This design comes from an exercise in tuning for small area and a short achievable clock period on the open sky130 flow, not from production work.
In this exercise RTL edits were held to simulation tests only and were not proved equivalent to the original.
No run shown here takes its clock network from TritonCTS; it comes from the design's own scripts or RTL.
No driver is modelled on the clock port, so clock power and skew are understated where the tree is cut down; a real chip needs a root buffer or a tree.
Power is estimated from default activity; no workload was simulated.

==> design/flow/constraint.sdc <==
create_clock -name core_clock -period 5.0 [get_ports {clk}]
set_input_delay 1.0000 -clock core_clock [delete_from_list [all_inputs] [get_ports {clk}]]
set_output_delay 1.0000 -clock core_clock [all_outputs]
set_load 0.01 [all_outputs]
==> design/flow/flow/mcts.tcl <==
# Manual two-level clock tree: the clock port drives NQ root clkbuf_16 (one per region),
# each root drives the clkbuf_16 leaf buffers of its region, each leaf drives about CS flip-flops.
proc mcts_centroid { its } {
  set sx 0; set sy 0
  foreach it $its {
    set b [[$it getInst] getBBox]
    set sx [expr {$sx + ([$b xMin]+[$b xMax])/2}]
    set sy [expr {$sy + ([$b yMin]+[$b yMax])/2}]
  }
  set n [llength $its]
  return [list [expr {$sx/$n}] [expr {$sy/$n}]]
}
proc mcts_xy { it } {
  set b [[$it getInst] getBBox]
  return [list [expr {([$b xMin]+[$b xMax])/2}] [expr {([$b yMin]+[$b yMax])/2}]]
}
# split items (list of {x y payload}) into k groups of equal count, in strips along x then y
proc mcts_grid { items k } {
  set n [llength $items]
  set kx [expr {max(1, int(round(sqrt($k))))}]
  set ky [expr {max(1, int(ceil(double($k)/$kx)))}]
  set byx [lsort -real -index 0 $items]
  set groups {}
  set per [expr {double($n)/$kx}]
  for {set i 0} {$i < $kx} {incr i} {
    set a [expr {int(round($i*$per))}]; set b [expr {int(round(($i+1)*$per))-1}]
    set strip [lsort -real -index 1 [lrange $byx $a $b]]
    set m [llength $strip]
    set per2 [expr {double($m)/$ky}]
    for {set j 0} {$j < $ky} {incr j} {
      set c [expr {int(round($j*$per2))}]; set d [expr {int(round(($j+1)*$per2))-1}]
      set g [lrange $strip $c $d]
      if {[llength $g]} { lappend groups $g }
    }
  }
  return $groups
}
proc mcts_build { nq cs } {
  set block [ord::get_db_block]
  set db [ord::get_db]
  set master [$db findMaster sky130_fd_sc_hd__clkbuf_16]
  set clk [$block findNet clk]
  set items {}
  foreach it [$clk getITerms] {
    if {[[$it getMTerm] getIoType] ne "INPUT"} continue
    lassign [mcts_xy $it] x y
    lappend items [list $x $y $it]
  }
  set regions [mcts_grid $items $nq]
  set r 0
  foreach reg $regions {
    set nl [expr {max(1, int(round(double([llength $reg])/$cs)))}]
    set clusters [mcts_grid $reg $nl]
    set rnet [odb::dbNet_create $block "clknet_r$r"]
    $rnet setSigType CLOCK
    set rinst [odb::dbInst_create $block $master "clkbuf_r$r"]
    set lx 0; set ly 0; set l 0
    foreach cl $clusters {
      set its {}
      foreach e $cl { lappend its [lindex $e 2] }
      lassign [mcts_centroid $its] cx cy
      set lnet [odb::dbNet_create $block "clknet_r${r}_l$l"]
      $lnet setSigType CLOCK
      set linst [odb::dbInst_create $block $master "clkbuf_r${r}_l$l"]
      $linst setLocation [expr {int($cx)}] [expr {int($cy)}]
      $linst setPlacementStatus PLACED
      [$linst findITerm A] connect $rnet
      [$linst findITerm X] connect $lnet
      foreach it $its { $it disconnect; $it connect $lnet }
      set lx [expr {$lx + $cx}]; set ly [expr {$ly + $cy}]
      incr l
    }
    $rinst setLocation [expr {int($lx/$l)}] [expr {int($ly/$l)}]
    $rinst setPlacementStatus PLACED
    [$rinst findITerm A] connect $clk
    [$rinst findITerm X] connect $rnet
    puts "mcts: region $r: [llength $reg] sinks, $l leaves"
    incr r
  }
}
==> design/flow/design.v <==
module strawman_rx_fsm #(
  parameter int DATA_LINE_WIDTH = 40,
  parameter int WORD_SIZE       = 32,
  parameter int TIMEOUT_CYCLES  = 64
) (
  input  logic                       clk,
  input  logic                       rst,
  input  logic [DATA_LINE_WIDTH-1:0] i_flit,
  input  logic                       i_flit_valid,
  output logic [1075:0]              o_protocol_bus,
  output logic                       o_valid,
  input  logic                       i_ready,
  output logic                       o_err,
  output logic                       o_overflow,
  output logic                       o_busy
);
  if (DATA_LINE_WIDTH != 40 || WORD_SIZE != 32 || TIMEOUT_CYCLES < 1) begin : g_bad_cfg
    $error("strawman_rx_fsm: unsupported parameter set");
  end
  logic r_ex, r_dat, r_done, r_busy;
  logic r_valid, r_err, r_ovf;
  logic        rx_mode;
  logic [2:0]  rx_cmd, rx_len;
  logic        rx_azero;           
  logic [31:0] rx_addr;
  logic [5:0]  rx_f1, rx_f2;
  logic [1023:0] rx_data;
  logic [4:0]  r_cnt;
  logic        ob_mode;
  logic [2:0]  ob_cmd, ob_len;
  logic [31:0] ob_addr;
  logic [5:0]  ob_f1, ob_f2;
  logic [1023:0] ob_data;
  logic w_hdr, w_bad, w_good, w_last, w_dwe, w_exwe, w_load, w_hold;
  logic [2:0] h_cmd, h_len;
  logic h_mode;
  assign h_mode = i_flit[0];
  assign h_cmd  = i_flit[4:2];
  assign h_len  = i_flit[7:5];
  assign w_hdr  = !r_busy && i_flit_valid && i_flit[1];
  assign w_bad  = h_cmd > 3'd2 || h_len > 3'd5;
  assign w_good = w_hdr && !w_bad;
  assign w_last = r_cnt == 5'((6'd1 << rx_len) - 6'd1);
  assign w_dwe  = r_dat && i_flit_valid;
  assign w_exwe = r_ex && i_flit_valid;
  assign w_load = r_done && (!r_valid || i_ready);
  assign w_hold = r_valid && !i_ready;
  always_ff @(posedge clk) begin
    if (rst) begin
      r_ex    <= 1'b0;
      r_dat   <= 1'b0;
      r_done  <= 1'b0;
      r_busy  <= 1'b0;
      r_valid <= 1'b0;
      r_err   <= 1'b0;
      r_ovf   <= 1'b0;
    end else begin
      r_ex    <= w_good ? (h_mode && h_cmd != 3'd2) : (r_ex && !i_flit_valid);
      r_dat   <= w_good ? (h_cmd != 3'd0 && !(h_mode && h_cmd != 3'd2)) :
                 w_exwe ? (rx_cmd != 3'd0) : (r_dat && !(i_flit_valid && w_last));
      r_done  <= w_good ? (!h_mode && h_cmd == 3'd0) :
                 (w_exwe && rx_cmd == 3'd0) || (w_dwe && w_last);
      r_busy  <= w_good || (r_busy && !r_done);
      r_valid <= w_load || w_hold;
      r_err   <= w_hdr && w_bad;
      if (r_done && !w_load) r_ovf <= 1'b1;
    end
  end
  always_ff @(posedge clk) begin
    if (w_good) begin
      rx_mode  <= h_mode;
      rx_cmd   <= h_cmd;
      rx_len   <= h_len;
      rx_azero <= h_mode || h_cmd == 3'd2;
      rx_f1    <= i_flit[13:8];
      rx_f2    <= i_flit[19:14];
      rx_addr  <= i_flit[39:8];
      r_cnt    <= 5'd0;
    end else begin
      if (w_exwe) begin
        rx_addr  <= i_flit[31:0];
        rx_azero <= 1'b0;
      end
      if (w_dwe) r_cnt <= r_cnt + 5'd1;
    end
  end
  for (genvar k = 0; k < 32; k++) begin : g_word
    logic w_sel, w_we;
    assign w_sel = r_dat && r_cnt == 5'(k);
    assign w_we  = w_sel && i_flit_valid;
    always_ff @(posedge clk)
      rx_data[32*k +: 32] <= (i_flit[31:0] & {32{w_we}}) | (rx_data[32*k +: 32] & {32{r_dat}});
  end
  always_ff @(posedge clk) begin
    ob_mode <= (rx_mode & w_load) | (ob_mode & w_hold);
    ob_cmd  <= (rx_cmd & {3{w_load}}) | (ob_cmd & {3{w_hold}});
    ob_len  <= (rx_len & {3{w_load}}) | (ob_len & {3{w_hold}});
    ob_addr <= (rx_addr & {32{w_load && !rx_azero}}) | (ob_addr & {32{w_hold}});
    ob_f1   <= (rx_f1 & {6{w_load && rx_mode}}) | (ob_f1 & {6{w_hold}});
    ob_f2   <= (rx_f2 & {6{w_load && rx_mode}}) | (ob_f2 & {6{w_hold}});
    ob_data <= (rx_data & {1024{w_load}}) | (ob_data & {1024{w_hold}});
  end
  assign o_protocol_bus = {ob_f2, ob_f1, ob_data, ob_addr, ob_len, ob_cmd, 1'b1, ob_mode};
  assign o_valid    = r_valid;
  assign o_err      = r_err;
  assign o_overflow = r_ovf;
  assign o_busy     = r_busy;
endmodule
==> design/flow/flow/run.sh <==
#!/bin/bash
cp standard.sh standard.sh.txt
export BUFFER_PORTS_ARGS="-buffer_cell sky130_fd_sc_hd__buf_2"
export PRE_CTS_TCL="$(pwd)/flow/cts_hook.tcl"
export MCTS_REGIONS=4
export MCTS_CLUSTER=30
bash standard.sh MATCH_CELL_FOOTPRINT=0 finish > standard.log 2>&1
==> design/flow/config.mk <==
export PLATFORM = sky130hd
export DESIGN_NAME = strawman_rx_fsm
export DESIGN_NICKNAME = strawman_rx_fsm
export VERILOG_FILES = /design/flow/design.v
export SDC_FILE = /design/flow/constraint.sdc
export NUM_CORES = 4
export LEC_CHECK = 0
export CAP_MARGIN = 20
export CORE_MARGIN = 2
export CORE_UTILIZATION = 40
export SETUP_SLACK_MARGIN = 3.05
export SLEW_MARGIN = 20
==> design/flow/flow/cts_hook.tcl <==
source [file join [file dirname [info script]] mcts.tcl]
mcts_build $::env(MCTS_REGIONS) $::env(MCTS_CLUSTER)
set_propagated_clock [all_clocks]
rename clock_tree_synthesis orfs_clock_tree_synthesis_unused
proc clock_tree_synthesis { args } {
  puts "clock tree built by cts_hook.tcl; TritonCTS not run"
}
==> design/flow/standard.sh <==
#!/bin/bash
# synth_recipe.tcl (not shown) runs the flow's synth.tcl, then flattens the netlist and writes it again
# the make line also repeats each setting of config.mk as NAME=value (left out here)
make -C /OpenROAD-flow-scripts/flow DESIGN_CONFIG=/design/flow/config.mk WORK_HOME=/design/flow/orfs CLKGATE_MAP_FILE= SYNTH_SCRIPT=/design/flow/synth_recipe.tcl "${@:-finish}"
==> results by group, run 1 <==
Outcome
  • Outcome: no timing/DRC/antenna violations

Setup path
  • Reg-to-reg endpoint: r_done
  • Critical Path Source: ob_data[258]
  • Worst reg2reg setup slack: a little under 3000 ps
  • Critical path type: reg2out
  • CP Max Fanout: 2
  • Worst Path Arrival: 1100 ps
  • WP data required: around 4000 ps
  • Launching point of the worst reg2reg path: rx_len[2]
  • CP Capture Type: output pin
  • Slowest cell on crit path: dfxtp_4
  • Crit path launch type: flop
  • Cells along the critical path: buf_6
  • CP delay by family, top: flip-flops
  • CP max stage delay: 400 ps
  • Worst r2r path cells: 6
  • Buf/Inv on CP: 1

Detailed routing
  • Final WL: about 260 mm
  • Final antenna-violating net count: 0
  • DR iter-0 viols: ~5400
  • Vias after detailed routing: 49878
  • DR DRC count: 0
  • Routed wire per std cell: approximately 31 microns
  • Initial DRT Pass Iterations: 5
  • Vias per cell: around 6.0

Synth
  • Simple-gate share of the synthesized area: 1.312%
  • Gate count of the mapped netlist: 5082
  • FF+latch count, synth: 2163
  • Top cells by area, synth: dfxtp_1 (64%), a22o_1 (28%), edfxtp_1 (2.4%), clkbuf_1 (1.6%), buf_2 (1.5%)
  • Syn Area/Cell: ~13 sq um
  • Post-Synth Adder-Cell Area: less than 1%
  • Top_reg_cell synth: dfxtp_1
  • Synth area leader: dfxtp_1
  • Main combinational cell family by area after synthesis: compound AO/OA/AOI/OAI gates
  • Sequential-to-total area share from yosys stat: 66.12%
  • Yosys top cell area share: between 60% and 70%
  • Warnings from Yosys: 1
  • Async SR Flop Fraction: 0%
  • Synth Cell Area: around 66000 sq um
  • Compound-cell area share of the yosys netlist: between 20 and 30%
  • Cell variety after synth: 52
  • Post-synth EDFFs: 52
  • Net Count, Synth: around 5100
  • Xor/xnor share of the synthesized area: less than 1%
  • Post-synthesis mux area share: 0.01510%

Global routing
  • Grt ovf: 0
  • Vias in the first global route: about 46000
  • Initial antenna violation count: 19
  • GRT Total Usage: 28.23%
  • Largest net degree at the start of global routing: between 200 and 250
  • First-pass GRT wire length: between 300 and 400 mm

Floorplan
  • Die area: between 150000 and 200000 sq um
  • Top Ports: ~1100
  • Chip height: ~410 microns
  • Core Footprint: 164800 sq um
  • Die Width: around 400 microns
  • Starting Density: about two fifths
  • Std cell rows: 149

Worst hold path
  • Worst Hold Depth: 1
  • Tightest Hold Check Type: reg2reg
  • Hold Path Sink: ob_f1[3]
  • Origin of the worst min-delay path: rx_f1[3]

Timing
  • Layout Skew: ~20 ps
  • Period utilization: a little over two fifths
  • RSZ-0062 raised after global routing: true
  • Slew headroom: around 15%
  • Slew @ Worst Pin: 1282 ps
  • Achievable frequency: approximately 480 MHz
  • Final-report max-slew violation count: 0
  • Min Tclk post-route: about 2100 ps
  • Fin worst setup slack: between 2000 and 3000 ps
  • Setup TNS: 0 ps
  • Final hold vios: 0
  • Final setup vio count: 0

Cells and area
  • Fill count: between 10000 and 15000
  • Post-layout nets: a little over 6000
  • Area grow syn2layout: 32.43%
  • Final Util: about 53%
  • Layout cells sized above 1: a little under half

Clock network
  • Clk slew on worst S/H paths: roughly 100 ps
  • Post-CTS Hold Fix Bufs: 0
  • Worst-Skew Late Latency: just under 600 ps

Flow run
  • Max-cap violation count: 0

Placement
  • Dpl hpwl: 145.2 mm
  • Port bufs: approximately 1100
  • Place WS: about 1200 ps
  • Final GP Congestion: approximately 0.81

Power
  • Peak VDD IR: ~350 uV
  • P_leak: 0.03594 uW
  • Pwr/cell area: between 200 and 300 nW/um^2
-- power by group --
group	switching, uW	internal, uW	total (uW)
Clock	5140	2990	8120
Combinational	638	118	756
Sequential	28.6	17300	17300
-- cell usage in the layout, fill, tap and decap left out, drive strengths merged, types with 2 or more instances in the layout --
| cell type | n |
|---|---|
| dfxtp | 2111 |
| a22o | 2098 |
| buf | 1563 |
| clkbuf | 122 |
| nand2 | 97 |
| edfxtp | 52 |
| nor2 | 45 |
| diode | 10 |
| ha | 7 |
| or2 | 6 |
| inv | 5 |
| nand3 | 5 |
| and3 | 5 |
| xnor2 | 4 |
| a21oi | 4 |
| nor2b | 4 |
| xor2 | 4 |
| and2 | 4 |
| nand4 | 3 |
| a211oi | 3 |
| nand2b | 3 |
| nor3 | 3 |
| nor4 | 3 |
| a21o | 2 |
| o211a | 2 |
| nor3b | 2 |
| or3 | 2 |
-- what timing repair did --
| action | in CTS | in global routing |
|---|---|---|
| resized for setup | 2895 | 76 |
| endpoints found under the setup margin | 3272 | 2326 |
| gates cloned | 27 | 39 |
| pin swaps | 24 | 7 |
| setup buffers | 279 | 51 |
-- stage by stage --
stage                     cell area (sq um)  instances  hold slack (ps)  total power [uW]
after floorplan                       67040       5082            427.2             18040
after global placement                72910       7883            437.8             18420
after detailed placement              73010       7887            441.6             18420
after CTS                             86400       8277            465.6             26170
after global routing                  87770       8373            478.8             26810
final                                 87780       8377            464.0             26190
-- how the worst max path moves through the flow --
| stage | endpoint | cells after the start |
|---|---|---|
| detailed placement | r_done | 7 |
| floorplan | rx_addr[0] | 6 |
| global placement | rx_addr[30] | 5 |
| finish | o_protocol_bus[298] | 1 |
| CTS | o_busy | 1 |
| global route | o_busy | 1 |
-- area by class of cell --
cell class                 instances  area [sq um]  area share, %
antenna                           10         25.02        0.02851
buffer                            84          2102          2.395
inverter                           6         48.80        0.05559
multi-input combinational       2324         19970          22.75
sequential                      2163         45270          51.57
tap                             2189          2739          3.120
timing repair buffer            1601         17630          20.08
-- logic make-up after synthesis --
logic type	count (synthesis)
AO/OA/AOI/OAI	2120
other	1
adder cells (fa/ha/maj)	7
AND/OR/NAND/NOR	176
XOR/XNOR	8
flip-flops	2163
multiplexers	1
buffers and inverters	606
-- state kept, by name, summed over array words and instances (netlist names), 5 cells and up --
name,cells
ob_data,1024
rx_data,1024
ob_addr,32
rx_addr,32
ob_f1,6
ob_f2,6
rx_f1,6
rx_f2,6
r_cnt,5
-- per-layer routing --
metal  routed length [microns]  up-vias  global-route usage [%]
li1                          -    21351                       -
met1                    106900    25643                   37.73
met2                    121000     2477                   44.81
met3                     23110      401                   6.013
met4                     12010        6                   10.58
met5                        38        -                       0
-- synthesized netlist by cell type, types with 2 or more instances --
library cell	instances
and2_1	4
or3_1	2
nand3_2	5
nand4_1	3
xor2_1	4
dfxtp_1	2111
nand2b_1	3
a21o_1	2
nor2b_1	3
nor2_2	18
a211oi_1	3
buf_1	30
or2_2	3
nand2_1	96
ha_1	7
xnor2_1	4
buf_2	198
edfxtp_1	52
buf_4	86
nor3_2	2
nor2_1	21
a21oi_1	4
clkbuf_1	285
o211a_1	2
and3_1	5
nor3b_1	2
a22o_1	2098
inv_1	5
==> inputs of run 2 (changes only) <==
--- a/design/flow/config.mk
+++ b/design/flow/config.mk
@@ -10,3 +10,3 @@
 export CORE_UTILIZATION = 40
-export SETUP_SLACK_MARGIN = 3.05
+export SETUP_SLACK_MARGIN = 2.95
 export SLEW_MARGIN = 20
==> run 2 against run 1 <==
Against the previous run: still clean on timing, DRC and antenna; routed wire length fell by 5.6%; maximum frequency fell by 3.3%; worst setup slack got worse by 71 ps; final area fell by 3.3%; final cell count fell by 2.1%; clock skew rose by 4.3 ps; hold slack got worse by 1.9 ps; global-route usage fell by 1.0 points; critical path type is now reg2reg; largest cell class unchanged.
==> results by group, run 2 <==
Outcome
  • Outcome: no timing/DRC/antenna violations

Worst hold path
  • Tightest Hold Check Type: reg2reg
  • Worst Hold Depth: 1

Timing
  • Setup TNS: 0 ps
  • Period utilization: roughly 43%
  • Slew headroom: roughly a fifth
  • Achievable frequency: between 400 and 500 MHz
  • Final hold vios: 0
  • Min Tclk post-route: approximately 2200 ps
  • Layout Skew: about 25 ps
  • RSZ-0062 raised after global routing: true
  • Final-report max-slew violation count: 0
  • Final setup vio count: 0
  • Slew @ Worst Pin: approximately 1200 ps

Setup path
  • Reg-to-reg endpoint: ob_data[873]
  • WP data required: about 5500 ps
  • Worst Path Arrival: between 2000 and 3000 ps
  • Worst reg2reg setup slack: between 2000 and 3000 ps
  • CP Capture Type: flop
  • Critical Path Sink: ob_data[873]
  • Critical path type: reg2reg
  • CP Max Fanout: roughly 170
  • Crit path launch type: flop
  • Launching point of the worst reg2reg path: r_done
  • Critical Path Source: r_done
  • Worst r2r path cells: 4

Detailed routing
  • DR DRC count: 0
  • Final WL: roughly 250 mm
  • Initial DRT Pass Iterations: 8
  • Vias per cell: 5.913
  • Final antenna-violating net count: 0
  • Vias after detailed routing: approximately 48000
  • Routed wire per std cell: 30.28 microns
  • DR iter-0 viols: between 4000 and 5000

Global routing
  • Initial antenna violation count: 17
  • Largest net degree at the start of global routing: a little under 200
  • First-pass GRT wire length: between 300 and 400 mm
  • Grt ovf: 0
  • Vias in the first global route: around 45000
  • GRT Total Usage: 27.20%

Floorplan
  • Chip height: 411.1 microns
  • Top Ports: 1124
  • Starting Density: about two fifths
  • Die Width: roughly 410 microns
  • Core Footprint: 164800 sq um
  • Die area: 169000 sq um
  • Std cell rows: approximately 150

Cells and area
  • Post-layout nets: around 6100
  • Fill count: between 10000 and 15000
  • Final Util: 51.48%
  • Area grow syn2layout: 28.01%
  • Multi-input logic area: between 15000 and 20000 sq um
  • Most frequent cells in the layout: a22o_1 (2098), dfxtp_2 (1062), dfxtp_1 (1037), buf_6 (1001), buf_4 (263)
  • Largest regs: ob_data (1024), rx_data (1024)
  • Most common cell after layout, fill and taps aside: a22o_1
  • Final Cell Area: approximately 85000 sq um
  • Layout cells sized above 1: 44.19%
  • Register area: about 45000 sq um

Synth
  • Post-Synth Adder-Cell Area: less than 1%
  • Gate count of the mapped netlist: approximately 5000
  • Simple-gate share of the synthesized area: between 1 and 1.5%
  • Synth Cell Area: approximately 66000 sq um
  • Syn Area/Cell: around 13 sq um
  • Top_reg_cell synth: dfxtp_1
  • FF+latch count, synth: around 2200
  • Most instantiated library cell after synthesis: dfxtp_1
  • Commonest cells in the netlist: dfxtp_1 (2111), a22o_1 (2098), clkbuf_1 (285), buf_2 (198), nand2_1 (96)
  • Cell variety after synth: 52
  • Async SR Flop Fraction: 0%
  • Top cells by area, synth: dfxtp_1 (64%), a22o_1 (28%), edfxtp_1 (2.4%), clkbuf_1 (1.6%), buf_2 (1.5%)
  • Compound-cell area share of the yosys netlist: between 20% and 30%
  • Sequential-to-total area share from yosys stat: between 60% and 70%
  • Yosys top cell area share: between 60% and 70%
  • Net Count, Synth: 5133
  • Warnings from Yosys: 1
  • Main combinational cell family by area after synthesis: compound AO/OA/AOI/OAI gates
  • Post-synth EDFFs: 52
  • Post-synthesis mux area share: less than 1%
  • Synth area leader: dfxtp_1
  • Xor/xnor share of the synthesized area: less than 1%

Clock network
  • Worst-Skew Late Latency: 570 ps
  • Clk slew on worst S/H paths: between 100 and 150 ps
  • Post-CTS Hold Fix Bufs: 0

Power
  • P_leak: roughly 0.035 uW
  • Pwr/cell area: ~310 nW/um^2
  • Peak VDD IR: approximately 360 uV

Placement
  • Placed cell areas: just over 70000 sq um
  • Port bufs: 1122
  • Dpl hpwl: about 140 mm
  • Final GP Congestion: 0.7970

Flow run
  • Max-cap violation count: 0
==> run 2: cell count changes in the layout (fill, tap and decap cells not counted), moves of 10 or more <==
cell	before	now
dfxtp_1	1027	1037
buf_16	21	10
buf_2	16	115
buf_4	368	263
buf_12	28	17
dfxtp_4	35	12
clkbuf_16	117	93
buf_6	1116	1001
dfxtp_2	1049	1062
==> run 2: worst max-delay path, cell delays in order (launching register included) <==
cell and delay (ps):
dfxtp_1 540, nor2b_4 240, buf_4 290, buf_16 460, a22o_1 250
==> run 2: cells by family (layout without fill, tap and decap cells) <==
kind of cell | after synthesis | after routing
XOR/XNOR | 8 | 8
adder cells (fa/ha/maj) | 7 | 7
buffers and inverters | 606 | 1519
AND/OR/NAND/NOR | 176 | 185
flip-flops | 2163 | 2163
other | 1 | 6
AO/OA/AOI/OAI | 2120 | 2120
multiplexers | 1 | 1
==> run 2: what timing repair did <==
item / CTS / global route
buffers inserted: 170 / 47
gates resized for setup: 2585 / 222
pin swaps: 13 / 8
gates cloned: 14 / 5
setup endpoints to repair: 2971 / 2175
==> run 2: area by class of cell <==
cell class                      count  area share, %
Sequential cell                  2163          53.27
Multi-Input combinational cell   2322          23.48
Timing Repair Buffer             1429          17.49
Tap cell                         2189          3.228
Buffer                             84          2.478
Inverter                            6        0.04129
Antenna cell                        5        0.01475
==> run 2: power breakdown <==
part,leakage [uW],internal [uW],switching (uW)
Combinational,0.0156,107,623
Sequential,0.0180,17300,29.2
Clock,0.00104,2990,5090
==> run 2: worst min-delay path by stage <==
stage / endpoint / slack (ps) / from
after floorplan: ob_mode / 430 / ob_mode
after global placement: ob_mode / 440 / ob_mode
after global routing: ob_data[240] / 470 / rx_data[240]
final: ob_addr[18] / 460 / rx_addr[18]
after CTS: ob_addr[18] / 450 / rx_addr[18]
after detailed placement: ob_f2[2] / 440 / rx_f2[2]
==> run 2: routing by layer <==
layer	track usage, %	up-vias	wire, microns
met2	43.19	2095	113500
met4	8.829	6	9938
met1	36.48	25041	103600
met3	6.396	356	21110
met5	0	-	39
li1	-	20980	-
==> run 2: metrics by stage <==
stage	hold slack, ps	setup slack (ps)	power, uW	instances
3_3_place_gp	438.1	1290	18410	7872
2_1_floorplan	427.6	2565	18040	5082
6_report	462.1	2834	26140	8198
5_1_grt	474.9	2851	26800	8194
3_5_place_dp	439.9	1250	18410	7873
4_1_cts	447.6	2864	26170	8141
==> inputs of run 3 (changes only) <==
--- a/design/flow/config.mk
+++ b/design/flow/config.mk
@@ -9,4 +9,4 @@
 export CORE_MARGIN = 2
-export CORE_UTILIZATION = 40
-export SETUP_SLACK_MARGIN = 2.95
+export CORE_UTILIZATION = 50
+export SETUP_SLACK_MARGIN = 2.8
 export SLEW_MARGIN = 20
==> run 3 against run 2 <==
Against the previous run: still clean on timing, DRC and antenna; sequential share of layout area up 5.2 points; synthesized area unchanged; sequential power barely moved; sequential cell count stayed put; largest cell class unchanged.
==> results by group, run 3 <==
Outcome
  • Outcome: no timing/DRC/antenna violations

Setup path
  • Critical path type: in2reg
  • Critical Path Source: i_ready
  • CP Max Fanout: about 210
  • Worst reg2reg setup slack: roughly 2900 ps
  • Reg-to-reg endpoint: r_done
  • Crit path launch type: input port
  • Worst Path Arrival: about 2800 ps
  • WP data required: approximately 5500 ps
  • Launching point of the worst reg2reg path: rx_len[1]
  • Worst r2r path cells: 6
  • CP Capture Type: flop

Timing
  • Slew @ Worst Pin: between 1000 and 1500 ps
  • Final setup vio count: 0
  • Period utilization: 44.82%
  • Fin worst setup slack: between 2000 and 3000 ps
  • Achievable frequency: approximately 450 MHz
  • Slew headroom: between 15 and 20%
  • Setup TNS: 0 ps
  • Final-report max-slew violation count: 0
  • Min Tclk post-route: ~2200 ps
  • Layout Skew: roughly 35 ps
  • Final hold vios: 0
  • RSZ-0062 raised after global routing: true

Cells and area
  • Largest regs: ob_data (1024), rx_data (1024)
  • Register area: about 44000 sq um
  • Area grow syn2layout: 13.09%
  • Final Util: between 50% and 60%
  • Multi-input logic area: ~20000 sq um
  • Most common cell after layout, fill and taps aside: a22o_1
  • Layout cells sized above 1: 24.06%
  • Post-layout nets: just under 6000
  • Most frequent cells in the layout: a22o_1 (2098), dfxtp_1 (2094), buf_2 (1107), buf_4 (97), nand2_1 (95)
  • Fill count: about 11000

Clock network
  • Worst-Skew Late Latency: about 580 ps
  • Clk slew on worst S/H paths: around 100 ps

Placement
  • Final GP Congestion: between 0.8 and 0.9
  • Port bufs: between 1000 and 1500
  • Dpl hpwl: approximately 150 mm
  • Place WS: 1551 ps

Detailed routing
  • Initial DRT Pass Iterations: 6
  • Final WL: 244.2 mm
  • Final antenna-violating net count: 0
  • DR DRC count: 0
  • Vias per cell: 6.208
  • DR iter-0 viols: approximately 5200
  • Routed wire per std cell: 32.22 microns
  • Vias after detailed routing: ~47000

Floorplan
  • Die area: between 100000 and 150000 sq um
  • Die Width: between 300 and 400 microns
  • Chip height: 368.1 microns
  • Starting Density: about half
  • Top Ports: about 1100
  • Core Footprint: approximately 130000 sq um
  • Std cell rows: approximately 130

Worst hold path
  • Hold Path Sink: ob_f1[0]
  • Tightest Hold Check Type: reg2reg
  • Origin of the worst min-delay path: rx_f1[0]
  • Worst Hold Depth: 1

Synth
  • Simple-gate share of the synthesized area: 1.312%
  • Yosys top cell area share: 63.76%
  • Main combinational cell family by area after synthesis: compound AO/OA/AOI/OAI gates
  • Warnings from Yosys: 1
  • Top_reg_cell synth: dfxtp_1
  • Xor/xnor share of the synthesized area: less than 1%
  • Post-Synth Adder-Cell Area: less than 1%
  • Commonest cells in the netlist: dfxtp_1 (2111), a22o_1 (2098), clkbuf_1 (285), buf_2 (198), nand2_1 (96)
  • Cell variety after synth: 52
  • Synth area leader: dfxtp_1
  • Async SR Flop Fraction: 0%
  • Net Count, Synth: between 5000 and 6000
  • FF+latch count, synth: ~2200
  • Post-synthesis mux area share: less than 1%
  • Sequential-to-total area share from yosys stat: 66.12%
  • Compound-cell area share of the yosys netlist: 28.01%
  • Most instantiated library cell after synthesis: dfxtp_1
  • Top cells by area, synth: dfxtp_1 (64%), a22o_1 (28%), edfxtp_1 (2.4%), clkbuf_1 (1.6%), buf_2 (1.5%)
  • Synth Cell Area: about 66000 sq um
  • Post-synth EDFFs: between 50 and 60
  • Gate count of the mapped netlist: ~5100
  • Syn Area/Cell: between 10 and 15 sq um

Global routing
  • Largest net degree at the start of global routing: ~230
  • Vias in the first global route: 42454
  • First-pass GRT wire length: 338.7 mm
  • GRT Total Usage: 34.03%
  • Initial antenna violation count: 19
  • Grt ovf: 0

Power
  • P_leak: ~0.032 uW
  • Peak VDD IR: 383.5 uV
  • Pwr/cell area: 347.7 nW/um^2

Flow run
  • Max-cap violation count: 0
-- run 3: cell count changes in the layout (fill, tap and decap cells not counted), moves of 5 or more --
cell	change
buf_16	-5
dfxtp_2	-1046
dfxtp_4	-11
buf_8	-5
buf_6	-991
buf_2	+992
clkbuf_16	-9
buf_4	-166
dfxtp_1	+1057
-- run 3: worst max-delay path, stage by stage --
cell     delay (ps)
buf_2           120
nor2b_4         120
buf_12          150
buf_4           170
buf_12          630
a22o_1          280
-- run 3: what timing repair did --
item                                     CTS  global route
setup buffers                             32             0
hold buffers                               0             0
cloned                                     5             0
endpoints found under the setup margin  2121           210
pin swaps                                  8             0
gates resized for setup                   42            23
-- run 3: per-layer routing --
layer / vias to the layer above / share of wire (%) / track usage (%)
met3: 343 / 8.1 / 7.583
met1: 24052 / 41 / 45.19
met4: 4 / 5.3 / 14.47
li1: 20685 / - / -
met5: - / 0.012 / 0
met2: 1976 / 46 / 53.50
-- run 3: worst max path at each step --
stage,end
2_1_floorplan,rx_addr[0]
3_3_place_gp,r_done
3_5_place_dp,r_done
4_1_cts,r_dat
5_1_grt,rx_addr[31]
6_report,ob_data[189]
-- run 3: through the flow --
stage	instance area, sq um	hold slack [ps]	power [uW]	std cells
floorplan	66300	427.6	18030	5082
global route	74950	476.8	26720	7576
finish	74960	464.9	26060	7580
CTS	74860	466.8	26110	7574
detailed placement	72270	442.8	18380	7453
global placement	72240	438.8	18380	7452
-- run 3: final cells by class --
class,count,share of cell area [%]
buffer,84,2.804
timing repair buffer,1248,9.316
sequential,2163,58.49
tap,1755,2.929
inverter,6,0.03005
multi-input combinational,2318,26.41
antenna,6,0.02003
-- run 3: where the power goes --
group	leakage [uW]	switching (uW)	internal, uW
sequential	0.0175	29.4	17300
combinational	0.0140	581	99.7
clock	0.00104	5060	2980
-- run 3: cells by family after synthesis --
kind of cell,after synthesis
AO/OA/AOI/OAI,2120
XOR/XNOR,8
adder cells (fa/ha/maj),7
buffers and inverters,606
flip-flops,2163
multiplexers,1
other,1
AND/OR/NAND/NOR,176
==> inputs of run 4 (changes only) <==
==> design/flow/flow/run.sh (replaced) <==
#!/bin/bash
cp standard.sh standard.sh.txt
export BUFFER_PORTS_ARGS="-buffer_cell sky130_fd_sc_hd__buf_4"
export PRE_CTS_TCL="$(pwd)/flow/cts_hook.tcl"
export MCTS_REGIONS=4
export MCTS_CLUSTER=30
bash standard.sh MATCH_CELL_FOOTPRINT=0 finish > standard.log 2>&1
--- a/design/flow/config.mk
+++ b/design/flow/config.mk
@@ -9,3 +9,3 @@
 export CORE_MARGIN = 2
-export CORE_UTILIZATION = 50
+export CORE_UTILIZATION = 40
 export SETUP_SLACK_MARGIN = 2.8
==> run 4 against run 3 <==
Against the previous run: final area grew 5.3%; worst setup slack lost 40 ps; first-iteration DRC count shrank 6.0%; critical path type unchanged; clock skew shrank 4.9 ps; final cell count grew 5.9%; via count grew 0.85%; still clean; combinational power grew 5.3%; sequential power is essentially flat; core utilization shrank 9.1 points.
==> results by group, run 4 <==
Cells and area
  • Area grow syn2layout: 19.04%
  • Layout cells sized above 1: 24.10%
  • Most frequent cells in the layout: dfxtp_1 (2104), a22o_1 (2098), buf_4 (1184), clkbuf_16 (96), nand2_1 (95)
  • Most common cell after layout, fill and taps aside: dfxtp_1
  • Post-layout nets: 5886
  • Largest regs: ob_data (1024), rx_data (1024)
  • Post-Layout Cell Count: approximately 8000

Placement
  • Port bufs: around 1100
  • Placed Instances: roughly 7900
  • Dpl hpwl: 141.7 mm
  • Final GP Congestion: slightly above 0.8

Floorplan
  • Die area: approximately 170000 sq um
  • Starting Density: between 40% and 50%
  • Std cell rows: around 150
  • Chip height: a little over 400 microns
  • Top Ports: roughly 1100
  • Die Width: between 400 and 500 microns
  • Core Footprint: approximately 160000 sq um

Global routing
  • First-pass GRT wire length: between 300 and 400 mm
  • Grt ovf: 0
  • Vias in the first global route: 43475
  • GRT Total Usage: between 20% and 30%
  • Largest net degree at the start of global routing: just under 200
  • Initial antenna violation count: 11

Synth
  • FF+latch count, synth: 2163
  • Synth Cell Area: ~66000 sq um
  • Top_reg_cell synth: dfxtp_1
  • Most instantiated library cell after synthesis: dfxtp_1
  • Sequential-to-total area share from yosys stat: 66.12%
  • Cell variety after synth: 52
  • Async SR Flop Fraction: 0%
  • Synth area leader: dfxtp_1
  • Syn Area/Cell: ~13 sq um
  • Net Count, Synth: 5133
  • Commonest cells in the netlist: dfxtp_1 (2111), a22o_1 (2098), clkbuf_1 (285), buf_2 (198), nand2_1 (96)
  • Post-synth EDFFs: 52
  • Warnings from Yosys: 1
  • Gate count of the mapped netlist: approximately 5100
  • Yosys top cell area share: 63.76%
  • Top cells by area, synth: dfxtp_1 (64%), a22o_1 (28%), edfxtp_1 (2.4%), clkbuf_1 (1.6%), buf_2 (1.5%)

Flow run
  • Max-cap violation count: 0

Power
  • Design Power: about 26000 uW
  • P_leak: 0.03255 uW
  • Pwr/cell area: around 330 nW/um^2
  • Peak VDD IR: between 300 and 400 uV

Timing
  • Achievable frequency: about 440 MHz
  • Worst hold slack: about 470 ps
  • Slew @ Worst Pin: approximately 1200 ps
  • RSZ-0062 raised after global routing: true
  • Setup TNS: 0 ps
  • Slew headroom: between 20% and 30%
  • Final setup vio count: 0
  • Final-report max-slew violation count: 0
  • Min Tclk post-route: 2281 ps
  • Final hold vios: 0
  • Period utilization: approximately 46%
  • Layout Skew: 30.29 ps

Setup path
  • Worst Path Arrival: 2810 ps
  • Cells along the critical path: buf_4 > nor2b_4 > buf_4 > buf_16 > buf_16 > a22o_1
  • Critical path type: in2reg
  • CP Max Fanout: between 100 and 150
  • WP data required: roughly 5500 ps
  • CP max stage delay: 370 ps
  • Crit path launch type: input port
  • CP Capture Type: flop
  • Slowest cell on crit path: buf_16
  • Worst r2r path cells: 5

Detailed routing
  • Final antenna-violating net count: 0
  • DR DRC count: 0
  • Final WL: ~250 mm
  • Vias per cell: 5.913
  • Vias after detailed routing: between 40000 and 50000
  • Initial DRT Pass Iterations: 7
  • Routed wire per std cell: ~30 microns
  • DR iter-0 viols: roughly 4900

Clock network
  • Clk slew on worst S/H paths: about 110 ps
  • Post-CTS Hold Fix Bufs: 0
  • Worst-Skew Late Latency: between 500 and 600 ps

Worst hold path
  • Tightest Hold Check Type: reg2reg
  • Worst Hold Depth: 1

Outcome
  • Outcome: no timing/DRC/antenna violations
==> run 4: cell count changes in the layout (fill, tap and decap cells not counted), moves of 3 or more <==
| cell | delta |
|---|---|
| clkbuf_16 | +12 |
| buf_16 | +10 |
| dfxtp_2 | -11 |
| buf_12 | +5 |
| nor2_4 | +6 |
| buf_4 | +1087 |
| buf_2 | -1107 |
| dfxtp_1 | +10 |
| clkbuf_4 | -7 |
| clkbuf_8 | -3 |
| buf_6 | +11 |
==> run 4: timing repair <==
item / 4_1_cts / 5_1_grt
cloned: 13 / 11
pin swaps: 17 / 0
resized for setup: 41 / 29
setup buffers: 39 / 0
setup endpoints to repair: 1508 / 1037
==> run 4: logic make-up after synthesis <==
family                     after synthesis  share of synthesized area (%)
AOI/OAI and AO/OA                     2120                          28.01
muxes                                    1                        0.01510
xor gates and xnor gates                 8                         0.1057
adders and majority gates                7                         0.1321
DFF                                   2163                          66.12
and+or+nand+nor                        176                          1.312
buffers and inverters                  606                          4.304
other                                    1                       0.005658
==> run 4: path summary, 6_finish.rpt <==
path / start / endpoint / slack [ps]
max: i_ready / ob_data[638] / 2720
min: rx_data[648] / ob_data[648] / 470
max reg2reg: r_valid / ob_data[638] / 2820
min reg2reg: rx_data[648] / ob_data[648] / 470
==> run 4: metrics by stage <==
stage          utilization, %  setup WS (ps)  instance area [sq um]
6_report                47.87           2719                  78900
5_1_grt                 47.87           2747                  78890
4_1_cts                 47.62           2766                  78490
3_5_place_dp            45.88           1966                  75620
3_3_place_gp            45.88           1974                  75620
2_1_floorplan               -           2559                  66300
==> run 4: metal layers <==
metal	up-vias	routed length, microns	track usage (%)
li1	20699	-	-
met1	24307	103300	36.59
met2	2083	109700	41.66
met3	369	21280	5.945
met4	2	12420	11.20
met5	-	13	0
==> run 4: power by group <==
part / internal [uW] / total, uW / switching [uW] / leakage, uW
clock: 2990 / 8050 / 5060 / 0.00104
combinational: 98.7 / 717 / 618 / 0.0140
sequential: 17300 / 17300 / 30.0 / 0.0175
total: 20400 / 26100 / 5710 / 0.0325
==> run 4: critical path, delay by kind of cell <==
kind	cells	cell delay [ps]
buffers and inverters	4	1000
AOI/OAI and AO/OA	1	210
and+or+nand+nor	1	130
==> run 4: cell type report <==
class / instances / area [sq um]
inverters: 6 / 22.52
repair buffers: 1256 / 10310
multi-input cells: 2324 / 19880
fillers: 14614 / 85910
plain buffers: 84 / 2102
flip-flops and latches: 2163 / 43840
diodes: 5 / 12.51
well taps: 2189 / 2739
==> inputs of run 5 (changes only) <==
--- a/design/flow/config.mk
+++ b/design/flow/config.mk
@@ -10,3 +10,3 @@
 export CORE_UTILIZATION = 40
-export SETUP_SLACK_MARGIN = 2.8
+export SETUP_SLACK_MARGIN = 2.9
 export SLEW_MARGIN = 20
==> run 5 against run 4 <==
Against the previous run: power about the same; final area grew 1.3%; core utilization is 0.61 points higher; largest cell class unchanged; critical path depth shrank 1; clock power hardly changed; critical endpoint is now ob_data[565]; global-route usage up 0.74 points; largest power group unchanged; synthesized area unchanged; synthesized cell count unchanged; worst setup slack improved by 180 ps.
==> results by group, run 5 <==
Outcome
  • Outcome: no timing/DRC/antenna violations

Global routing
  • Largest net degree at the start of global routing: between 150 and 200
  • First-pass GRT wire length: between 300 and 400 mm
  • Vias in the first global route: around 44000
  • Grt ovf: 0
  • GRT Total Usage: between 20% and 30%
  • Initial antenna violation count: 10

Synth
  • Net Count, Synth: a little over 5000
  • Commonest cells in the netlist: dfxtp_1 (2111), a22o_1 (2098), clkbuf_1 (285), buf_2 (198), nand2_1 (96)
  • Post-synth EDFFs: 52
  • Syn Area/Cell: 13.04 sq um
  • Sequential-to-total area share from yosys stat: 66.12%
  • Most instantiated library cell after synthesis: dfxtp_1
  • Warnings from Yosys: 1
  • Cell variety after synth: 52
  • Gate count of the mapped netlist: 5082
  • Top cells by area, synth: dfxtp_1 (64%), a22o_1 (28%), edfxtp_1 (2.4%), clkbuf_1 (1.6%), buf_2 (1.5%)
  • Async SR Flop Fraction: 0%
  • Yosys top cell area share: a little under two thirds
  • FF+latch count, synth: approximately 2200
  • Top_reg_cell synth: dfxtp_1
  • Synth area leader: dfxtp_1
  • Synth Cell Area: about 66000 sq um

Setup path
  • Critical path type: reg2reg
  • CP Max Fanout: 97
  • Crit path launch type: flop
  • Worst Path Arrival: around 2600 ps
  • CP Capture Type: flop
  • WP data required: about 5500 ps

Timing
  • Final hold vios: 0
  • Min Tclk post-route: between 2000 and 2500 ps
  • Fin worst setup slack: 2895 ps
  • Final-report max-slew violation count: 0
  • Final setup vio count: 0
  • Period utilization: about 42%
  • Achievable frequency: 475.1 MHz
  • Slew @ Worst Pin: around 1200 ps
  • Slew headroom: 21.58%
  • Setup TNS: 0 ps
  • RSZ-0062 raised after global routing: true
  • Layout Skew: slightly below 30 ps

Floorplan
  • Die Width: 411.1 microns
  • Core Footprint: roughly 160000 sq um
  • Std cell rows: between 100 and 150
  • Top Ports: roughly 1100
  • Die area: 169000 sq um
  • Chip height: a little over 400 microns
  • Starting Density: approximately 40%

Cells and area
  • Post-Layout Cell Count: roughly 8000
  • Largest regs: ob_data (1024), rx_data (1024)
  • Area grow syn2layout: 20.56%
  • Fill count: 14580
  • Most frequent cells in the layout: a22o_1 (2098), dfxtp_1 (1673), buf_4 (1110), dfxtp_2 (423), buf_6 (104)
  • Most common cell after layout, fill and taps aside: a22o_1
  • Post-layout nets: around 5900
  • Layout cells sized above 1: between 30% and 40%
  • Register area: about 44000 sq um
  • Multi-input logic area: about 20000 sq um

Detailed routing
  • DR iter-0 viols: ~4800
  • DR DRC count: 0
  • Initial DRT Pass Iterations: 5
  • Final WL: 251.1 mm
  • Vias per cell: ~5.9
  • Final antenna-violating net count: 0
  • Routed wire per std cell: between 30 and 40 microns
  • Vias after detailed routing: 47485

Power
  • Switching power: 5738 uW
  • Reg power frac: 66.3%
  • Design Power: ~26000 uW
  • Cell Int Power: a little over 20000 uW
  • Switch share: 21.96%
  • Comb pwr share: under 10%
  • Peak VDD IR: 375.2 uV
  • Clock share of power: between 30% and 40%
  • Pwr/cell area: roughly 330 nW/um^2
  • P_leak: around 0.033 uW

Worst hold path
  • Tightest Hold Check Type: reg2reg

Flow run
  • Max-cap violation count: 0

Placement
  • Placed Instances: roughly 7900
  • Final GP Congestion: just over 0.8
  • Port bufs: around 1100
  • Place WS: 1620 ps
  • Dpl hpwl: ~140 mm

Clock network
  • Worst-Skew Late Latency: around 570 ps
  • Clk slew on worst S/H paths: 120 ps
[run 5: cell counts after synthesis]
Identical to the previous run, type by type.
[run 5: power groups by stage]
stage,sequential [uW],clock (uW),combinational (uW)
2_1_floorplan,17700,0,309
3_3_place_gp,17700,0,674
3_5_place_dp,17700,0,677
4_1_cts,17300,8140,725
5_1_grt,17300,8720,742
6_report,17300,8070,735
[run 5: area by class of cell]
class | instances | share of cell area (%)
flip-flops and latches | 2163 | 55.58
inverters | 6 | 0.04384
well taps | 2189 | 3.428
multi-input cells | 2325 | 24.96
repair buffers | 1268 | 13.35
plain buffers | 84 | 2.631
diodes | 4 | 0.01253
[run 5: logic make-up after synthesis]
family | after synthesis | synth area share, %
simple gates | 176 | 1.312
xor+xnor | 8 | 0.1057
mux | 1 | 0.01510
other cells | 1 | 0.005658
fa+ha+maj | 7 | 0.1321
compound gates | 2120 | 28.01
buf+inv | 606 | 4.304
flops | 2163 | 66.12
[run 5: critical path, stage by stage, from the launching register on]
cell	delay, ps
dfxtp_2	510
nor2b_4	230
buf_12	150
buf_12	290
buf_12	370
a22o_1	220
[run 5: timing repair]
item	in CTS	in global routing
buffers inserted	52	6
pin swaps	20	3
hold buffers	0	0
setup endpoints to repair	2295	708
resized for setup	377	264
cloned	23	2
[run 5: final timing paths]
kind	startpoint	to	slack, ps	depth (start not counted)
setup / recovery	r_done	ob_data[565]	2900	5
hold / removal	rx_data[615]	ob_data[615]	470	1
setup reg to reg	r_done	ob_data[565]	2900	5
hold reg to reg	rx_data[615]	ob_data[615]	470	1
[run 5: routing by layer]
layer  wire length [microns]  vias up  global-route usage [%]
met5                      12        -                       0
met1                  104400    24339                   36.80
li1                        -    20711                       -
met3                   21790      365                   6.354
met2                  113500     2068                   44.12
met4                   11440        2                   10.29
[run 5: metrics by stage]
| stage | utilization [%] | area [sq um] | hold WS, ps |
|---|---|---|---|
| after global placement | 45.77 | 75440 | 436.3 |
| after CTS | 48.16 | 79360 | 466.6 |
| after global routing | 48.48 | 79900 | 480.1 |
| after detailed placement | 45.79 | 75460 | 443.1 |
| final | 48.48 | 79900 | 467.0 |
| after floorplan | - | 66570 | 427.6 |
==> inputs of run 6 (changes only) <==
==> design/flow/flow/run.sh (replaced) <==
#!/bin/bash
cp standard.sh standard.sh.txt
export BUFFER_PORTS_ARGS="-buffer_cell sky130_fd_sc_hd__buf_2"
export PRE_CTS_TCL="$(pwd)/flow/cts_hook.tcl"
export MCTS_REGIONS=4
export MCTS_CLUSTER=30
bash standard.sh MATCH_CELL_FOOTPRINT=0 finish > standard.log 2>&1
--- a/design/flow/config.mk
+++ b/design/flow/config.mk
@@ -10,3 +10,3 @@
 export CORE_UTILIZATION = 40
-export SETUP_SLACK_MARGIN = 2.9
+export SETUP_SLACK_MARGIN = 2.75
 export SLEW_MARGIN = 20
==> run 6 against run 5 <==
Against the previous run: synthesized area did not move; worst setup slack got worse by 120 ps; critical endpoint is now ob_data[936]; still clean on timing, DRC and antenna; final cell count barely moved.
==> results by group, run 6 <==
Outcome
  • Outcome: no timing/DRC/antenna violations

Detailed routing
  • DR DRC count: 0
  • DR iter-0 viols: 5040
  • Initial DRT Pass Iterations: 7
  • Routed wire per std cell: ~31 microns
  • Vias per cell: between 5 and 6
  • Vias after detailed routing: 47505
  • Final WL: around 250 mm
  • Final antenna-violating net count: 0

Clock network
  • Worst-Skew Late Latency: ~580 ps
  • Post-CTS Hold Fix Bufs: 0
  • Clk slew on worst S/H paths: about 120 ps

Floorplan
  • Die Width: between 400 and 500 microns
  • Starting Density: 40.22%
  • Top Ports: 1124
  • Std cell rows: between 100 and 150
  • Core Footprint: between 150000 and 200000 sq um
  • Chip height: ~400 microns
  • Die area: between 150000 and 200000 sq um

Global routing
  • Grt ovf: 0
  • Largest net degree at the start of global routing: 207
  • GRT Total Usage: approximately 27%
  • Initial antenna violation count: 10
  • Vias in the first global route: between 40000 and 50000
  • First-pass GRT wire length: ~340 mm

Synth
  • Commonest cells in the netlist: dfxtp_1 (2111), a22o_1 (2098), clkbuf_1 (285), buf_2 (198), nand2_1 (96)
  • Top cells by area, synth: dfxtp_1 (64%), a22o_1 (28%), edfxtp_1 (2.4%), clkbuf_1 (1.6%), buf_2 (1.5%)
  • Synth area leader: dfxtp_1
  • Top_reg_cell synth: dfxtp_1
  • Sequential-to-total area share from yosys stat: around 66%
  • Most instantiated library cell after synthesis: dfxtp_1
  • FF+latch count, synth: 2163
  • Yosys top cell area share: between 60% and 70%
  • Net Count, Synth: roughly 5100
  • Synth Cell Area: roughly 66000 sq um
  • Post-synth EDFFs: 52
  • Warnings from Yosys: 1
  • Gate count of the mapped netlist: around 5100
  • Async SR Flop Fraction: 0%
  • Syn Area/Cell: approximately 13 sq um
  • Cell variety after synth: 52

Timing
  • Min Tclk post-route: 2225 ps
  • Slew headroom: a little under a fifth
  • Setup TNS: 0 ps
  • Final hold vios: 0
  • Achievable frequency: roughly 450 MHz
  • RSZ-0062 raised after global routing: true
  • Layout Skew: 30.21 ps
  • Worst hold slack: roughly 460 ps
  • Period utilization: roughly 44%
  • Slew @ Worst Pin: 1225 ps
  • Final setup vio count: 0
  • Final-report max-slew violation count: 0

Cells and area
  • Fill count: approximately 15000
  • Area grow syn2layout: 14.99%
  • Largest regs: ob_data (1024), rx_data (1024)
  • Layout cells sized above 1: between 20% and 30%
  • Most frequent cells in the layout: dfxtp_1 (2105), a22o_1 (2098), buf_2 (1095), clkbuf_16 (96), buf_4 (95)
  • Post-layout nets: around 5900
  • Most common cell after layout, fill and taps aside: dfxtp_1
  • Final Util: 46.25%
  • Post-Layout Cell Count: between 8000 and 9000

Placement
  • Port bufs: about 1100
  • Dpl hpwl: approximately 140 mm
  • Placed Instances: between 7000 and 8000
  • Final GP Congestion: 0.8090

Setup path
  • CP Max Fanout: 81
  • Worst reg2reg setup slack: between 2000 and 3000 ps
  • Reg-to-reg endpoint: ob_data[936]
  • Buf/Inv on CP: 2
  • CP Capture Type: flop
  • Launching point of the worst reg2reg path: r_done
  • CP delay by family, top: buffers and inverters
  • CP max stage delay: 750 ps
  • Slowest cell on crit path: buf_4
  • Cells along the critical path: nor2b_4 > buf_12 > buf_4 > a22o_1
  • WP data required: 5500 ps
  • Worst r2r path cells: 4
  • Critical path type: reg2reg
  • Crit path launch type: flop
  • Worst Path Arrival: ~2700 ps

Power
  • Switch share: a little over a fifth
  • P_leak: 0.03272 uW
  • Comb pwr share: 2.8%
  • Pwr/cell area: roughly 340 nW/um^2
  • Cell Int Power: around 20000 uW
  • Peak VDD IR: 362.7 uV
  • Switching power: 5743 uW
  • Clock share of power: ~31%
  • Reg power frac: approximately two thirds

Worst hold path
  • Tightest Hold Check Type: reg2reg
  • Hold Path Sink: ob_mode
  • Origin of the worst min-delay path: ob_mode
  • Worst Hold Depth: 1

Flow run
  • Max-cap violation count: 0
run 6: timing repair:
item / in CTS / in global routing
gates resized for setup: 54 / 20
pin swaps: 18 / 1
buffers inserted: 43 / 3
setup endpoints to repair: 1916 / 785
cloned: 18 / 7
run 6: logic make-up after synthesis:
group / after synthesis / share of synthesized area [%]
AND/OR/NAND/NOR: 176 / 1.312
buffers and inverters: 606 / 4.304
multiplexers: 1 / 0.01510
adder cells (fa/ha/maj): 7 / 0.1321
AO/OA/AOI/OAI: 2120 / 28.01
other: 1 / 0.005658
flip-flops: 2163 / 66.12
XOR/XNOR: 8 / 0.1057
run 6: metrics by stage:
step | total power, uW | setup WS, ps | area, sq um
2_1_floorplan | 18030 | 2559 | 66300
3_3_place_gp | 18420 | 1715 | 72780
3_5_place_dp | 18430 | 1701 | 72830
4_1_cts | 26170 | 2743 | 75920
5_1_grt | 26770 | 2729 | 76210
6_report | 26140 | 2775 | 76220
run 6: layer usage:
| layer | track usage, % | part of all wire (%) | vias to the layer above |
|---|---|---|---|
| li1 | - | - | 20699 |
| met1 | 35.72 | 42 | 24499 |
| met2 | 42.59 | 45 | 1959 |
| met3 | 6.595 | 8.5 | 344 |
| met4 | 10.07 | 4.5 | 4 |
| met5 | 0 | 0.0094 | - |
run 6: area by class of cell:
class	count	area [sq um]	area share, %
tap	2189	2739	3.594
inverter	6	22.52	0.02955
antenna	5	12.51	0.01642
multi-input combinational	2323	19860	26.06
buffer	84	2102	2.758
sequential	2163	43830	57.51
timing repair buffer	1265	7650	10.04
run 6: power by group through the flow:
stage          clock (uW)  sequential (uW)  combinational [uW]
6_report             8080            17300                 724
5_1_grt              8690            17400                 732
4_1_cts              8110            17300                 714
3_5_place_dp            0            17700                 683
3_3_place_gp            0            17700                 679
2_1_floorplan           0            17700                 307
run 6: worst max path at each step:
stage                         endpoint       from  slack (ps)  cells past startpoint
after CTS                 ob_data[401]    i_ready        2740                      6
after global routing        rx_addr[9]  i_flit[6]        2730                      7
after global placement    ob_data[548]    i_ready        1720                      6
after detailed placement  ob_data[543]    i_ready        1700                      6
final                     ob_data[936]     r_done        2780                      4
after floorplan             rx_addr[0]  i_flit[6]        2560                      6
==> inputs of run 7 (changes only) <==
--- a/design/flow/config.mk
+++ b/design/flow/config.mk
@@ -10,3 +10,3 @@
 export CORE_UTILIZATION = 40
-export SETUP_SLACK_MARGIN = 2.75
+export SETUP_SLACK_MARGIN = 2.85
 export SLEW_MARGIN = 20
==> run 7 against run 6 <==
Against the previous run: still clean on timing, DRC and antenna; critical path depth down 3; final area about the same; power is essentially flat; worst setup slack improved by 47 ps; synthesized area unchanged; sequential cell count is the same; routed wire length decreased by 0.40%; sequential power barely moved; first-iteration DRC count rose by 3.8%; critical path type is now reg2out; critical endpoint is now o_busy; largest power group unchanged.
==> results by group, run 7 <==
Detailed routing
  • Initial DRT Pass Iterations: 8
  • Final WL: roughly 240 mm
  • Routed wire per std cell: about 30 microns
  • DR iter-0 viols: about 5200
  • DR DRC count: 0
  • Vias per cell: between 5 and 6
  • Final antenna-violating net count: 0
  • Vias after detailed routing: 47471

Global routing
  • GR peak layer: met2
  • Largest net degree at the start of global routing: approximately 160
  • First-pass GRT wire length: roughly 340 mm
  • Vias in the first global route: about 43000
  • Grt ovf: 0
  • Met1 global-route usage: between 30% and 40%
  • Initial antenna violation count: 15
  • GRT Total Usage: a little over a quarter
  • Met3 Track Usage GR: 5.971%
  • GR Util met2: a little over two fifths

Timing
  • Final setup vio count: 0
  • Slew headroom: a little over a fifth
  • Achievable frequency: 459.2 MHz
  • Layout Skew: 28.80 ps
  • Slew @ Worst Pin: 1176 ps
  • Min Tclk post-route: approximately 2200 ps
  • Final-report max-slew violation count: 0
  • Final hold vios: 0
  • RSZ-0062 raised after global routing: true
  • Setup TNS: 0 ps
  • Period utilization: a little over two fifths
  • Worst hold slack: approximately 460 ps

Synth
  • FF+latch count, synth: roughly 2200
  • Synth Cell Area: roughly 66000 sq um
  • Top_reg_cell synth: dfxtp_1
  • Compound-cell area share of the yosys netlist: approximately 28%
  • Post-Synth Adder-Cell Area: less than 1%
  • Simple-gate share of the synthesized area: between 1 and 1.5%
  • Async SR Flop Fraction: 0%
  • Post-synthesis mux area share: 0.01510%
  • Yosys top cell area share: between 60% and 70%
  • Sequential-to-total area share from yosys stat: roughly 66%
  • Post-synth EDFFs: 52
  • Most instantiated library cell after synthesis: dfxtp_1
  • Gate count of the mapped netlist: 5082
  • Synth area leader: dfxtp_1
  • Warnings from Yosys: 1
  • Main combinational cell family by area after synthesis: compound AO/OA/AOI/OAI gates
  • Cell variety after synth: 52
  • Top cells by area, synth: dfxtp_1 (64%), a22o_1 (28%), edfxtp_1 (2.4%), clkbuf_1 (1.6%), buf_2 (1.5%)
  • Syn Area/Cell: about 13 sq um
  • Xor/xnor share of the synthesized area: less than 1%
  • Net Count, Synth: 5133
  • Commonest cells in the netlist: dfxtp_1 (2111), a22o_1 (2098), clkbuf_1 (285), buf_2 (198), nand2_1 (96)

Setup path
  • CP Max Fanout: 4
  • Critical path type: reg2out
  • CP Capture Type: output pin
  • Cells along the critical path: buf_2
  • Launching point of the worst reg2reg path: rx_len[1]
  • Buf/Inv on CP: 1
  • Slowest cell on crit path: dfxtp_4
  • Worst Path Arrival: about 1200 ps
  • Crit path launch type: flop
  • CP max stage delay: between 400 and 500 ps
  • WP data required: about 4000 ps
  • CP delay by family, top: flip-flops
  • Critical Path Source: r_busy

Cells and area
  • Largest regs: ob_data (1024), rx_data (1024)
  • Most common cell after layout, fill and taps aside: a22o_1
  • Final Util: approximately 46%
  • Final Cell Area: between 70000 and 80000 sq um
  • Most frequent cells in the layout: a22o_1 (2098), dfxtp_1 (2055), buf_2 (1045), buf_4 (108), nand2_1 (94)
  • Post-layout nets: 5877
  • Layout cells sized above 1: between 20% and 30%
  • Area grow syn2layout: 14.88%

Floorplan
  • Core Footprint: roughly 160000 sq um
  • Top Ports: between 1000 and 1500
  • Std cell rows: about 150
  • Die area: approximately 170000 sq um
  • Chip height: around 400 microns
  • Die Width: about 410 microns
  • Starting Density: about two fifths

Clock network
  • Post-CTS Hold Fix Bufs: 0
  • Clk slew on worst S/H paths: approximately 110 ps
  • Worst-Skew Late Latency: about 570 ps

Placement
  • Final GP Congestion: approximately 0.8
  • Port bufs: between 1000 and 1500
  • Dpl hpwl: 141.8 mm
  • Placed cell areas: 72770 sq um

Worst hold path
  • Origin of the worst min-delay path: rx_f1[1]
  • Tightest Hold Check Type: reg2reg

Power
  • P_leak: ~0.033 uW
  • Pwr/cell area: roughly 340 nW/um^2
  • Peak VDD IR: roughly 360 uV
  • Design Power: about 26000 uW

Outcome
  • Outcome: no timing/DRC/antenna violations

Flow run
  • Max-cap violation count: 0
run 7: cell counts after synthesis:
No cell type changed its count.
run 7: per-stage QoR:
| step | worst slack (ps) | std cells |
|---|---|---|
| 2_1_floorplan | 2559 | 5082 |
| 3_3_place_gp | 1785 | 7877 |
| 3_5_place_dp | 1783 | 7877 |
| 4_1_cts | 2736 | 8005 |
| 5_1_grt | 2783 | 8014 |
| 6_report | 2822 | 8017 |
run 7: power by group:
group,total [uW],switching [uW],internal (uW)
clock,8050,5070,2990
sequential,17300,30.2,17300
combinational,722,626,96.0
total,26100,5730,20400
run 7: layout make-up:
class                      count  area (sq um)
multi-input combinational   2324         19910
timing repair buffer        1247          7453
fill                       14940         88660
buffer                        84          2102
inverter                       6         22.52
antenna                        4         10.01
tap                         2189          2739
sequential                  2163         43900
run 7: repair_timing:
action	in CTS	in global routing
buffers inserted	26	5
pin swaps	17	1
setup endpoints to repair	2005	1419
cloned	18	3
gates resized for setup	136	101
run 7: cells by family (layout without fill, tap and decap cells):
kind of cell / count (synthesis) / in the layout
flip-flops: 2163 / 2163
AO/OA/AOI/OAI: 2120 / 2120
buffers and inverters: 606 / 1337
AND/OR/NAND/NOR: 176 / 187
XOR/XNOR: 8 / 8
adder cells (fa/ha/maj): 7 / 7
other: 1 / 5
multiplexers: 1 / 1
run 7: worst paths after layout:
| path | depth (start not counted) | slack [ps] | endpoint |
|---|---|---|---|
| worst max-delay path | 1 | 2820 | o_busy |
| worst min register to register | 1 | 460 | ob_f1[1] |
| worst min-delay path | 1 | 460 | ob_f1[1] |
| worst max register to register | 6 | 2890 | r_done |
run 7: per-layer routing:
| metal | wire length [microns] | vias to the layer above | share of wire [%] |
|---|---|---|---|
| met5 | 10 | - | 0.0041 |
| met2 | 111700 | 2111 | 46 |
| met1 | 100200 | 24351 | 41 |
| met3 | 22180 | 343 | 9.1 |
| met4 | 10710 | 2 | 4.4 |
| li1 | - | 20664 | - |
==> inputs of run 8 (changes only) <==
--- a/design/flow/flow/run.sh
+++ b/design/flow/flow/run.sh
@@ -5,3 +5,3 @@
 export MCTS_REGIONS=4
-export MCTS_CLUSTER=30
+export MCTS_CLUSTER=26
 bash standard.sh MATCH_CELL_FOOTPRINT=0 finish > standard.log 2>&1
--- a/design/flow/config.mk
+++ b/design/flow/config.mk
@@ -10,3 +10,3 @@
 export CORE_UTILIZATION = 40
-export SETUP_SLACK_MARGIN = 2.85
+export SETUP_SLACK_MARGIN = 2.8
 export SLEW_MARGIN = 20
==> run 8 against run 7 <==
Against the previous run: still clean; largest power group unchanged; clock power rose by about 10%; sequential power about the same; critical path type is now in2reg; hold slack worse by 7.9 ps; highest routed layer is now met4; routed wire length about the same; clock skew increased by 2.1 ps; critical path depth is 7 higher; final cell count up 0.34%; global-route usage hardly changed.
==> results by group, run 8 <==
Synth
  • Synth Cell Area: between 60000 and 70000 sq um
  • Warnings from Yosys: 1
  • Sequential-to-total area share from yosys stat: around 66%
  • Async SR Flop Fraction: 0%
  • Cell variety after synth: 52
  • FF+latch count, synth: roughly 2200
  • Commonest cells in the netlist: dfxtp_1 (2111), a22o_1 (2098), clkbuf_1 (285), buf_2 (198), nand2_1 (96)
  • Top_reg_cell synth: dfxtp_1
  • Yosys top cell area share: between 60 and 70%
  • Gate count of the mapped netlist: approximately 5000
  • Net Count, Synth: 5133
  • Top cells by area, synth: dfxtp_1 (64%), a22o_1 (28%), edfxtp_1 (2.4%), clkbuf_1 (1.6%), buf_2 (1.5%)
  • Most instantiated library cell after synthesis: dfxtp_1
  • Syn Area/Cell: roughly 13 sq um
  • Synth area leader: dfxtp_1
  • Post-synth EDFFs: 52

Detailed routing
  • Initial DRT Pass Iterations: 7
  • DR DRC count: 0
  • Vias per cell: about 6
  • Final WL: 244.6 mm
  • Final antenna-violating net count: 0
  • Vias after detailed routing: between 40000 and 50000
  • DR iter-0 viols: 4502
  • Routed wire per std cell: between 30 and 40 microns

Worst hold path
  • Worst Hold Depth: 1
  • Tightest Hold Check Type: reg2reg

Cells and area
  • Largest regs: ob_data (1024), rx_data (1024)
  • Most common cell after layout, fill and taps aside: a22o_1
  • Most frequent cells in the layout: a22o_1 (2098), dfxtp_1 (2086), buf_2 (1078), clkbuf_16 (114), buf_4 (98)
  • Area grow syn2layout: 15.63%
  • Post-layout nets: approximately 5900
  • Post-Layout Cell Count: 8044
  • Layout cells sized above 1: between 20% and 30%

Timing
  • Final setup vio count: 0
  • Final-report max-slew violation count: 0
  • Layout Skew: roughly 31 ps
  • RSZ-0062 raised after global routing: true
  • Slew headroom: between 10% and 20%
  • Achievable frequency: around 450 MHz
  • Min Tclk post-route: ~2200 ps
  • Period utilization: between 40% and 50%
  • Setup TNS: 0 ps
  • Final hold vios: 0
  • Slew @ Worst Pin: approximately 1300 ps

Floorplan
  • Die Width: around 410 microns
  • Core Footprint: between 150000 and 200000 sq um
  • Std cell rows: approximately 150
  • Starting Density: about two fifths
  • Chip height: between 400 and 500 microns
  • Die area: around 170000 sq um
  • Top Ports: 1124

Setup path
  • WP data required: 5540 ps
  • Crit path launch type: input port
  • Critical path type: in2reg
  • CP Max Fanout: between 80 and 90
  • CP Capture Type: flop
  • Worst r2r path cells: 7
  • Worst Path Arrival: 2750 ps

Global routing
  • Largest net degree at the start of global routing: ~210
  • GRT Total Usage: 26.93%
  • Grt ovf: 0
  • Vias in the first global route: 43367
  • First-pass GRT wire length: about 340 mm
  • Initial antenna violation count: 9

Outcome
  • Outcome: no timing/DRC/antenna violations

Power
  • Cell Int Power: roughly 21000 uW
  • Peak VDD IR: between 400 and 500 uV
  • Pwr/cell area: around 350 nW/um^2
  • Switch share: 21.78%
  • Comb pwr share: approximately 2.7%
  • Switching power: 5863 uW
  • Clock share of power: 32.9%
  • Reg power frac: roughly 64%
  • P_leak: 0.03291 uW

Clock network
  • Clk slew on worst S/H paths: about 80 ps
  • Worst-Skew Late Latency: between 600 and 700 ps
  • Post-CTS Hold Fix Bufs: 0

Placement
  • Dpl hpwl: approximately 140 mm
  • Final GP Congestion: 0.8090
  • Port bufs: about 1100
  • Placed Instances: between 7000 and 8000

Flow run
  • Max-cap violation count: 0
-- run 8: worst paths after layout --
| path | endpoint | start | slack, ps |
|---|---|---|---|
| worst max register to register | ob_data[803] | r_valid | 2850 |
| worst max-delay path | ob_data[803] | i_ready | 2800 |
| worst min register to register | ob_mode | ob_mode | 460 |
| worst min-delay path | ob_mode | ob_mode | 460 |
-- run 8: logic make-up (layout without fill, tap and decap cells) --
| family | count (synthesis) | after routing | synth area share (%) |
|---|---|---|---|
| DFF | 2163 | 2163 | 66.12 |
| AOI/OAI and AO/OA | 2120 | 2120 | 28.01 |
| buffers and inverters | 606 | 1367 | 4.304 |
| and+or+nand+nor | 176 | 186 | 1.312 |
| xor gates and xnor gates | 8 | 8 | 0.1057 |
| adders and majority gates | 7 | 7 | 0.1321 |
| other | 1 | 3 | 0.005658 |
| muxes | 1 | 1 | 0.01510 |
-- run 8: repair_timing --
action | 4_1_cts | 5_1_grt
endpoints found under the setup margin | 1966 | 795
cloned | 17 | 5
buffers inserted | 41 | 0
gates resized for setup | 67 | 54
pin swaps | 17 | 0
-- run 8: metrics by stage --
stage | total power (uW) | instance area (sq um) | hold slack (ps) | util [%] | setup slack, ps
final | 26910 | 76630 | 455.6 | 46.50 | 2796
after global routing | 27590 | 76630 | 471.6 | 46.50 | 2772
after CTS | 26950 | 76410 | 458.0 | 46.36 | 2800
after detailed placement | 18430 | 72830 | 437.5 | 44.19 | 1701
after global placement | 18420 | 72780 | 427.5 | 44.16 | 1715
after floorplan | 18030 | 66300 | 427.6 | - | 2559
-- run 8: power groups by stage --
| stage | sequential [uW] | clock, uW | combinational [uW] |
|---|---|---|---|
| after floorplan | 17700 | 0 | 307 |
| after global placement | 17700 | 0 | 679 |
| after detailed placement | 17700 | 0 | 683 |
| after CTS | 17300 | 8900 | 718 |
| after global routing | 17300 | 9520 | 735 |
| final | 17300 | 8860 | 726 |
-- run 8: final cells by class --
type                    instances  area (sq um)
plain buffers                 104          2603
inverters                       6         22.52
repair buffers               1257          7546
diodes                          2         5.005
multi-input cells            2323         19860
well taps                    2189          2739
flip-flops and latches       2163         43860
fillers                     14950         88170
-- run 8: critical path, stage by stage --
cell and delay (ps):
buf_2 120, nor2b_4 50, buf_4 170, nor2b_4 150
buf_12 150, buf_12 300, buf_16 370, a22o_1 200
-- run 8: metal layers --
layer / up-vias / wire length (microns) / global-route usage, %
met2: 2022 / 110900 / 42.67
met5: - / 0 / 0
met4: 0 / 10940 / 9.757
met3: 354 / 21560 / 6.671
met1: 24231 / 101200 / 35.57
li1: 20717 / - / -

-- afterwards: timing with drivers on the ports --
No port has a modelled driver above. Below, the same layouts with a new extraction and two added sets of constraints.
Step 1, drivers: a clkbuf_16 drives clk and a buf_2 each remaining input, both assumed.
Step 2 also shifts input and output timing later by t, the mid clock arrival at the registers, as if the neighbouring blocks saw the same clock.
Three values: ideal ports, drivers, drivers and shift; two values: the first two.
run	shift t [ns]	slack for setup (ns)
run 1	0.780	2.905 / 2.700 / 2.367
run 2	0.757	2.834 / 2.699 / 2.158
run 3	0.736	2.759 / 2.622 / 2.077
run 4	0.766	2.719 / 2.628 / 2.070
run 5	0.751	2.895 / 2.711 / 2.236
run 6	0.746	2.775 / 2.624 / 2.035
run 7	0.752	2.822 / 2.632 / 2.196
run 8	0.780	2.795 / 2.614 / 2.038
After both steps setup and hold are still met in every run listed.
